What follows belongs to an exercise in optimizing a design on an open flow for small area; a production flow would make more cautious choices.
In this exercise RTL edits were held to simulation tests only and were not proved equivalent to the original.

==> job 8867: inputs <==
==> flow/design.v <==
package fpu_pkg;
  localparam logic [2:0] OP_AND    = 3'd0;
  localparam logic [2:0] OP_OR     = 3'd1;
  localparam logic [2:0] OP_XOR    = 3'd2;
  localparam logic [2:0] OP_ANDN   = 3'd3;
  localparam logic [2:0] OP_SWAP   = 3'd4;
  localparam logic [2:0] OP_DUP    = 3'd5;
  localparam logic [2:0] OP_INS_LO = 3'd6;
  localparam logic [2:0] OP_INS_HI = 3'd7;
  localparam logic [2:0] CMP_QUIET  = 3'd0;
  localparam logic [2:0] CMP_SIGNAL = 3'd1;
  localparam logic [1:0] SRC_NOW  = 2'd1;
  localparam logic [1:0] SRC_PREV = 2'd2;
endpackage
module fwd_aoi3 (
  input  logic [2:0] hot,
  input  logic [2:0] src,
  output logic       y_n
);
  assign y_n = ~|(hot & src);
endmodule
module fwd_bit7 (
  input  logic [6:0] hot,
  input  logic [6:0] src,
  output logic       y
);
  logic [2:0] n;
  fwd_aoi3 u_t0 (.hot(hot[2:0]), .src(src[2:0]), .y_n(n[0]));
  fwd_aoi3 u_t1 (.hot(hot[5:3]), .src(src[5:3]), .y_n(n[1]));
  assign n[2] = ~(hot[6] & src[6]);
  assign y = ~&n;
endmodule
module fwd_bit9 (
  input  logic [8:0] hot,
  input  logic [8:0] src,
  output logic       y
);
  logic [2:0] n;
  fwd_aoi3 u_t0 (.hot(hot[2:0]), .src(src[2:0]), .y_n(n[0]));
  fwd_aoi3 u_t1 (.hot(hot[5:3]), .src(src[5:3]), .y_n(n[1]));
  fwd_aoi3 u_t2 (.hot(hot[8:6]), .src(src[8:6]), .y_n(n[2]));
  assign y = ~&n;
endmodule
module fwd_decode (
  input  logic [3:0] sel,
  output logic [8:0] hot
);
  logic now_src, prev_src;
  logic [3:0] idx_hot;
  assign now_src  = ~sel[3] &  sel[2];
  assign prev_src =  sel[3] & ~sel[2];
  assign idx_hot  = {sel[1] & sel[0], sel[1] & ~sel[0], ~sel[1] & sel[0], ~sel[1] & ~sel[0]};
  assign hot[3:0] = {4{now_src}} & idx_hot;
  assign hot[7:4] = {4{prev_src}} & idx_hot;
  assign hot[8]   = ~(now_src | prev_src);
endmodule
module operand_forward #(
  parameter int W = 64
) (
  input  logic [W-1:0]   reg_val,
  input  logic [3:0]     sel,
  input  logic [W-1:0]   now0, now2, now3, prev0, prev2, prev3,
  input  logic [3:0]     now1, prev1,
  output logic [W-1:0]   operand
);
  logic [8:0] hot;
  fwd_decode u_dec (.sel(sel), .hot(hot));
  for (genvar i = 0; i < W; i++) begin : g_bit
    if (i < 4) begin : g_lo
      fwd_bit9 u_bit (
        .hot (hot),
        .src ({reg_val[i], prev3[i], prev2[i], prev1[i], prev0[i], now3[i], now2[i], now1[i], now0[i]}),
        .y   (operand[i])
      );
    end else begin : g_hi
      fwd_bit7 u_bit (
        .hot ({hot[8:6], hot[4:2], hot[0]}),
        .src ({reg_val[i], prev3[i], prev2[i], prev0[i], now3[i], now2[i], now0[i]}),
        .y   (operand[i])
      );
    end
  end
endmodule
module perm_bit (
  input  logic a,
  input  logic b,
  input  logic x,       
  input  logic s,       
  input  logic t11,
  input  logic t10,
  input  logic t01,
  input  logic t00,
  output logic y
);
  logic f;
  always_comb begin
    case ({a, b})
      2'b00:   f = t00;
      2'b01:   f = t01;
      2'b10:   f = t10;
      default: f = t11;
    endcase
  end
  assign y = f | (x & s);
endmodule
module logic_perm_unit (
  input  logic [2:0]  op,
  input  logic [63:0] a,
  input  logic [63:0] b,
  output logic [63:0] y
);
  logic [3:0] th, tl;    
  logic       sh, sl;    
  always_comb begin
    sh = 1'b0;
    sl = 1'b0;
    case (op)
      fpu_pkg::OP_AND:    begin th = 4'b1000; tl = 4'b1000; end
      fpu_pkg::OP_OR:     begin th = 4'b1110; tl = 4'b1110; end
      fpu_pkg::OP_XOR:    begin th = 4'b0110; tl = 4'b0110; end
      fpu_pkg::OP_ANDN:   begin th = 4'b0100; tl = 4'b0100; end
      fpu_pkg::OP_SWAP:   begin th = 4'b0000; tl = 4'b0000; sh = 1'b1; sl = 1'b1; end
      fpu_pkg::OP_DUP:    begin th = 4'b0000; tl = 4'b1010; sh = 1'b1; end
      fpu_pkg::OP_INS_LO: begin th = 4'b1010; tl = 4'b1100; end
      default:            begin th = 4'b1100; tl = 4'b1010; end
    endcase
  end
  for (genvar i = 0; i < 64; i++) begin : g_bit
    localparam int J  = i % 32;          
    localparam int HI = i / 32;          
    localparam int O  = (1 - HI) * 32 + J;    
    perm_bit u_bit (
      .a   (a[i]),
      .b   (b[i]),
      .x   (b[O]),
      .s   (HI ? sh : sl),
      .t11 (HI ? th[3] : tl[3]),
      .t10 (HI ? th[2] : tl[2]),
      .t01 (HI ? th[1] : tl[1]),
      .t00 (HI ? th[0] : tl[0]),
      .y   (y[i])
    );
  end
endmodule
module fp_compare_unit (
  input  logic [31:0] a,
  input  logic [31:0] b,
  input  logic        signal_cmp,
  output logic [1:0]  ord,
  output logic        daz_eq,
  output logic        invalid,
  output logic        den        
);
  logic a_e0, b_e0, a_e1, b_e1, a_m0, b_m0;
  logic a_nan, b_nan, nan, both_zero;
  logic mag_eq, mag_lt;
  assign a_e0  = (a[30:23] == 8'h00);
  assign b_e0  = (b[30:23] == 8'h00);
  assign a_e1  = (a[30:23] == 8'hff);
  assign b_e1  = (b[30:23] == 8'hff);
  assign a_m0  = (a[22:0] == 23'd0);
  assign b_m0  = (b[22:0] == 23'd0);
  assign a_nan = a_e1 & ~a_m0;
  assign b_nan = b_e1 & ~b_m0;
  assign nan   = a_nan | b_nan;
  assign both_zero = a_e0 & a_m0 & b_e0 & b_m0;
  assign mag_eq = (a[30:0] == b[30:0]);
  assign mag_lt = (a[30:0] <  b[30:0]);
  always_comb begin
    if (nan)                     ord = 2'd3;
    else if (both_zero)          ord = 2'd1;
    else if (a[31] != b[31])     ord = a[31] ? 2'd0 : 2'd2;
    else if (mag_eq)             ord = 2'd1;
    else if (mag_lt ^ a[31])     ord = 2'd0;
    else                         ord = 2'd2;
  end
  assign daz_eq  = a_e0 & b_e0 & ~(a_m0 & b_m0);
  assign invalid = (a_nan & ~a[22]) | (b_nan & ~b[22]) | (signal_cmp & nan);
  assign den     = (a_e0 & ~a_m0) | (b_e0 & ~b_m0);
endmodule
module fpu_lanes (
  input  logic         clk,
  input  logic         rst,
  input  logic [145:0] issue0,
  input  logic [145:0] issue1,
  input  logic [127:0] ext_bus,    
  input  logic [2:0]   fpcsr,
  output logic [70:0]  res0,
  output logic [73:0]  res1
);
  logic [63:0]  p0_data;      
  logic [5:0]   p0_tag;
  logic         p0_valid;
  logic [63:0]  r0_data;      
  logic [5:0]   r0_tag;
  logic         r0_valid;
  logic [63:0]  r0_prev;      
  logic [1:0]   c1_ord;       
  logic         c1_dazeq;     
  logic         c1_inv;
  logic         c1_den;       
  logic [5:0]   c1_tag;
  logic         c1_valid;
  logic [1:0]   r1_ord;       
  logic [1:0]   r1_flags;
  logic         r1_excpt;
  logic [5:0]   r1_tag;
  logic         r1_valid;
  logic [1:0]   r1_prev;      
  logic [127:0] ext_prev;     
  logic [3:0]   b1_now;       
  logic [3:0]   b1_prev;
  assign b1_now  = 4'b0001 << r1_ord;
  assign b1_prev = 4'b0001 << r1_prev;
  assign res0 = {r0_valid, r0_tag, r0_data};
  assign res1 = {r1_valid, r1_tag, 60'd0, b1_now, r1_flags, r1_excpt};
  logic [63:0] a0;
  logic [63:0] b0;
  logic [31:0] a1;
  logic [31:0] b1;
  operand_forward #(.W(64)) u_fwd_a0 (
    .reg_val (issue0[135:72]), .sel (issue0[7:4]),
    .now0 (r0_data), .now2 (ext_bus[63:0]), .now3 (ext_bus[127:64]),
    .prev0 (r0_prev), .prev2 (ext_prev[63:0]), .prev3 (ext_prev[127:64]),
    .now1 (b1_now), .prev1 (b1_prev), .operand (a0)
  );
  operand_forward #(.W(64)) u_fwd_b0 (
    .reg_val (issue0[71:8]), .sel (issue0[3:0]),
    .now0 (r0_data), .now2 (ext_bus[63:0]), .now3 (ext_bus[127:64]),
    .prev0 (r0_prev), .prev2 (ext_prev[63:0]), .prev3 (ext_prev[127:64]),
    .now1 (b1_now), .prev1 (b1_prev), .operand (b0)
  );
  operand_forward #(.W(32)) u_fwd_a1 (
    .reg_val (issue1[103:72]), .sel (issue1[7:4]),
    .now0 (r0_data[31:0]), .now2 (ext_bus[31:0]), .now3 (ext_bus[95:64]),
    .prev0 (r0_prev[31:0]), .prev2 (ext_prev[31:0]), .prev3 (ext_prev[95:64]),
    .now1 (b1_now), .prev1 (b1_prev), .operand (a1)
  );
  operand_forward #(.W(32)) u_fwd_b1 (
    .reg_val (issue1[39:8]), .sel (issue1[3:0]),
    .now0 (r0_data[31:0]), .now2 (ext_bus[31:0]), .now3 (ext_bus[95:64]),
    .prev0 (r0_prev[31:0]), .prev2 (ext_prev[31:0]), .prev3 (ext_prev[95:64]),
    .now1 (b1_now), .prev1 (b1_prev), .operand (b1)
  );
  logic [63:0] d0;
  logic [1:0]  ord_d;
  logic        dazeq_d;
  logic        inv_d;
  logic        den_d;
  logic_perm_unit u_lane0 (
    .op (issue0[138:136]), .a (a0), .b (b0), .y (d0)
  );
  fp_compare_unit u_lane1 (
    .a (a1), .b (b1), .signal_cmp (issue1[138:136] == fpu_pkg::CMP_SIGNAL),
    .ord (ord_d), .daz_eq (dazeq_d), .invalid (inv_d), .den (den_d)
  );
  always_ff @(posedge clk) begin
    ext_prev <= ext_bus;
    r0_prev  <= r0_data;
    r1_prev  <= r1_ord;
    p0_data  <= d0;
    p0_tag   <= issue0[144:139];
    p0_valid <= issue0[145] & ~rst;
    r0_data  <= p0_data;
    r0_tag   <= p0_tag;
    r0_valid <= p0_valid & ~rst;
    c1_ord   <= ord_d;
    c1_dazeq <= dazeq_d;
    c1_inv   <= inv_d;
    c1_den   <= den_d;
    c1_tag   <= issue1[144:139];
    c1_valid <= issue1[145] & ~rst;
    r1_ord   <= (fpcsr[0] & c1_dazeq) ? 2'd1 : c1_ord;
    r1_flags <= {c1_inv, c1_den & ~fpcsr[0]};
    r1_excpt <= c1_valid & ~rst &
                ((c1_inv & fpcsr[2]) | (c1_den & ~fpcsr[0] & fpcsr[1]));
    r1_tag   <= c1_tag;
    r1_valid <= c1_valid & ~rst;
  end
endmodule
==> flow/flow/run.sh <==
#!/bin/bash
# The standard layout, with the port buffers made from the smallest buffer cell
# (sky130_fd_sc_hd__buf_1) instead of the resizer's default pick
set -euo pipefail
export BUFFER_PORTS_ARGS="-buffer_cell sky130_fd_sc_hd__buf_1"
bash standard.sh > standard.log 2>&1
==> flow/standard.sh <==
#!/bin/bash
# synth_recipe.tcl (not shown) runs the flow's synth.tcl, then flattens the netlist and writes it again
# the make line also repeats each setting of config.mk as NAME=value (left out here)
make -C /OpenROAD-flow-scripts/flow DESIGN_CONFIG=/design/flow/config.mk WORK_HOME=/design/flow/orfs CLKGATE_MAP_FILE= SYNTH_SCRIPT=/design/flow/synth_recipe.tcl "${@:-finish}"
==> flow/config.mk <==
export PLATFORM = sky130hd
export DESIGN_NAME = fpu_lanes
export DESIGN_NICKNAME = fpu_lanes
export VERILOG_FILES = /design/flow/design.v
export SDC_FILE = /design/flow/constraint.sdc
export NUM_CORES = 4
export LEC_CHECK = 0
export CAP_MARGIN = 20
export CORE_MARGIN = 2
export CORE_UTILIZATION = 30
export CTS_BUF_LIST = sky130_fd_sc_hd__clkbuf_16
export CTS_CLUSTER_DIAMETER = 100
export CTS_CLUSTER_SIZE = 20
export PLACE_DENSITY = 0.45
export SLEW_MARGIN = 20
export SYNTH_HIERARCHICAL = 1
==> flow/constraint.sdc <==
create_clock -name core_clock -period 5.5 [get_ports {clk}]
set_input_delay 1.1000 -clock core_clock [delete_from_list [all_inputs] [get_ports {clk}]]
set_output_delay 1.1000 -clock core_clock [all_outputs]
set_load 0.01 [all_outputs]
==> inputs of job 1875, as changes to job 8867 <==
--- a/flow/design.v
+++ b/flow/design.v
@@ -165,6 +165,13 @@
   assign nan   = a_nan | b_nan;
   assign both_zero = a_e0 & a_m0 & b_e0 & b_m0;
-  assign mag_eq = (a[30:0] == b[30:0]);
-  assign mag_lt = (a[30:0] <  b[30:0]);
+  logic [30:0] diff;
+  assign diff   = a[30:0] ^ b[30:0];
+  assign mag_eq = ~|diff;
+  always_comb begin
+    mag_lt = 1'b0;
+    for (int i = 0; i < 31; i++) begin
+      if (diff[i]) mag_lt = b[i];
+    end
+  end
   always_comb begin
     if (nan)                     ord = 2'd3;
==> flow/flow/run.sh (replaced) <==
#!/bin/bash
# The standard layout (standard.sh, ORFS from synthesis to the final layout) with
# three changes to how cells are added around the design's own logic:
#  - port buffers use the smallest buffer cell (sky130_fd_sc_hd__buf_1)
#  - the tie cells from synthesis are not copied once per load
#  - clock tree: clkbuf_16 only, sink clusters of up to 20 within 100 um, no dummy loads
set -euo pipefail
export BUFFER_PORTS_ARGS="-buffer_cell sky130_fd_sc_hd__buf_1"
export SKIP_REPAIR_TIE_FANOUT=1
export CTS_ARGS="-sink_clustering_enable -repair_clock_nets -dont_use_dummy_load -buf_list sky130_fd_sc_hd__clkbuf_16 -sink_clustering_size 20 -sink_clustering_max_diameter 100"
bash standard.sh > standard.log 2>&1
Settings changed: CORE_UTILIZATION 30 to 36, PLACE_DENSITY 0.45 to 0.5.
==> inputs of job 8647, as changes to job 8867 <==
--- a/flow/design.v
+++ b/flow/design.v
@@ -165,6 +165,13 @@
   assign nan   = a_nan | b_nan;
   assign both_zero = a_e0 & a_m0 & b_e0 & b_m0;
-  assign mag_eq = (a[30:0] == b[30:0]);
-  assign mag_lt = (a[30:0] <  b[30:0]);
+  logic [30:0] diff;
+  assign diff   = a[30:0] ^ b[30:0];
+  assign mag_eq = ~|diff;
+  always_comb begin
+    mag_lt = 1'b0;
+    for (int i = 0; i < 31; i++) begin
+      if (diff[i]) mag_lt = b[i];
+    end
+  end
   always_comb begin
     if (nan)                     ord = 2'd3;
==> flow/flow/run.sh (replaced) <==
#!/bin/bash
# The standard layout (standard.sh, ORFS from synthesis to the final layout) with
# three changes to how cells are added around the design's own logic:
#  - port buffers use the smallest buffer cell (sky130_fd_sc_hd__buf_1)
#  - the tie cells from synthesis are not copied once per load
#  - clock tree: clkbuf_16 only, sink clusters of up to 24 within 120 um, no dummy loads
set -euo pipefail
export BUFFER_PORTS_ARGS="-buffer_cell sky130_fd_sc_hd__buf_1"
export SKIP_REPAIR_TIE_FANOUT=1
export CTS_ARGS="-sink_clustering_enable -repair_clock_nets -dont_use_dummy_load -buf_list sky130_fd_sc_hd__clkbuf_16 -sink_clustering_size 24 -sink_clustering_max_diameter 120"
bash standard.sh > standard.log 2>&1
Settings changed: CTS_CLUSTER_DIAMETER 100 to 120, CTS_CLUSTER_SIZE 20 to 24.
==> inputs of job 1049, as changes to job 8867 <==
--- a/flow/design.v
+++ b/flow/design.v
@@ -165,6 +165,13 @@
   assign nan   = a_nan | b_nan;
   assign both_zero = a_e0 & a_m0 & b_e0 & b_m0;
-  assign mag_eq = (a[30:0] == b[30:0]);
-  assign mag_lt = (a[30:0] <  b[30:0]);
+  logic [30:0] diff;
+  assign diff   = a[30:0] ^ b[30:0];
+  assign mag_eq = ~|diff;
+  always_comb begin
+    mag_lt = 1'b0;
+    for (int i = 0; i < 31; i++) begin
+      if (diff[i]) mag_lt = b[i];
+    end
+  end
   always_comb begin
     if (nan)                     ord = 2'd3;
==> flow/flow/run.sh (replaced) <==
#!/bin/bash
# The standard layout (standard.sh, ORFS from synthesis to the final layout) with
# three changes to how cells are added around the design's own logic:
#  - port buffers use the smallest buffer cell (sky130_fd_sc_hd__buf_1)
#  - the tie cells from synthesis are not copied once per load
#  - clock tree: clkbuf_16 only, sink clusters of up to 20 within 100 um, no dummy loads
set -euo pipefail
export BUFFER_PORTS_ARGS="-buffer_cell sky130_fd_sc_hd__buf_1"
export SKIP_REPAIR_TIE_FANOUT=1
export CTS_ARGS="-sink_clustering_enable -repair_clock_nets -dont_use_dummy_load -buf_list sky130_fd_sc_hd__clkbuf_16 -sink_clustering_size 20 -sink_clustering_max_diameter 100"
bash standard.sh > standard.log 2>&1
==> results.yml <==
routing:
  totalWireLength_mm: 84.65
  routedWlPerCell_um: 30.78
yosys:
  synth.avg_cell_area_um2: 10.76
  synth_xor_xnor_area_share: 0.001045
final_layout:
  sh_seq_area: 0.3624
  nonClockBufferCount: 483
run_status:
  status: "complete, no violations"
grt:
  grt_pass1_vias: 17714
The numbers above come from job 8647.

==> results.yml <==
yosys:
  synth_xor_xnor_area_share: 0.0005182
  synth.avg_cell_area_um2: 10.88
  yosysWarnings: 10
  ys_ff_latch: 360
final_layout:
  drive_above_1_share: 0.08712
  nonClockBufferCount: 484
  sh_seq_area: 0.3457
floorplan:
  row_count: 87
run_status:
  status: "complete, no violations"
routing:
  routedWlPerCell_um: 29.50
worst_setup_path:
  cp_cell_sequence: "buf_1 -> inv_1 -> ha_1 -> buf_4 -> nand2_1 -> nand3_1 -> inv_1 -> ha_1 -> and2_4 -> a221oi_2 -> nand2_1 -> o31ai_4 -> a31oi_1 -> o31ai_2"
timing:
  relSlewSlack: 0.2104
The numbers above come from job 8867.

==> results.yml <==
grt:
  grt_pass1_vias: 17863
final_layout:
  sh_seq_area: 0.3621
  nonClockBufferCount: 488
yosys:
  synth.avg_cell_area_um2: 10.76
  synth_xor_xnor_area_share: 0.001045
run_status:
  status: "complete, no violations"
routing:
  totalWireLength_mm: 81.40
  routedWlPerCell_um: 31.14
worst_setup_path:
  path_buf_inv: 3
The numbers above come from job 1875.

==> results.yml <==
final_layout:
  nNetsFinal: 2436
run_status:
  status: "complete, no violations"
yosys:
  synth.avg_cell_area_um2: 10.76
  synth_xor_xnor_area_share: 0.001045
routing:
  totalWireLength_mm: 84.87
  routedWlPerCell_um: 30.83
grt:
  grt_pass1_vias: 17799
The numbers above come from job 1049.

separate check: timing with driven ports:
How much do the figures lean on ideal ports? The routed layouts below were timed once more, with nothing changed but the port constraints. Step 1 sets driving cells, clkbuf_16 on the clock port and buf_2 on the other inputs (assumed; they add their load-dependent delay and slew). Step 2 times the ports against the registers' clock, not the clock port: input delays grow and output delays shrink by t, the midpoint of the rising clock arrivals with the driver on. Three values: ideal ports, drivers, drivers and shift; two values: the first two.
run | shift t [ns] | setup WS [ns] | latest minus earliest clock arrival (ns) | worst register clock-pin slew, ns | pins driven straight from the clock port
job 8867 | 0.636 | 1.519 / 1.555 / 0.919 | 0.025 / 0.024 | 0.09 / 0.09 | 1
job 1875 | 0.607 | 1.454 / 1.488 / 0.881 | 0.031 / 0.030 | 0.10 / 0.10 | 1
job 8647 | 0.609 | 1.510 / 1.545 / 0.936 | 0.038 / 0.038 | 0.11 / 0.11 | 1
job 1049 | 0.613 | 1.489 / 1.517 / 0.904 | 0.050 / 0.049 | 0.09 / 0.09 | 1
After both steps setup and hold are still met in every run listed. The setup slack of job 8867, which loses most, moves by +0.036 ns with the drivers and by -0.600 ns with both steps.
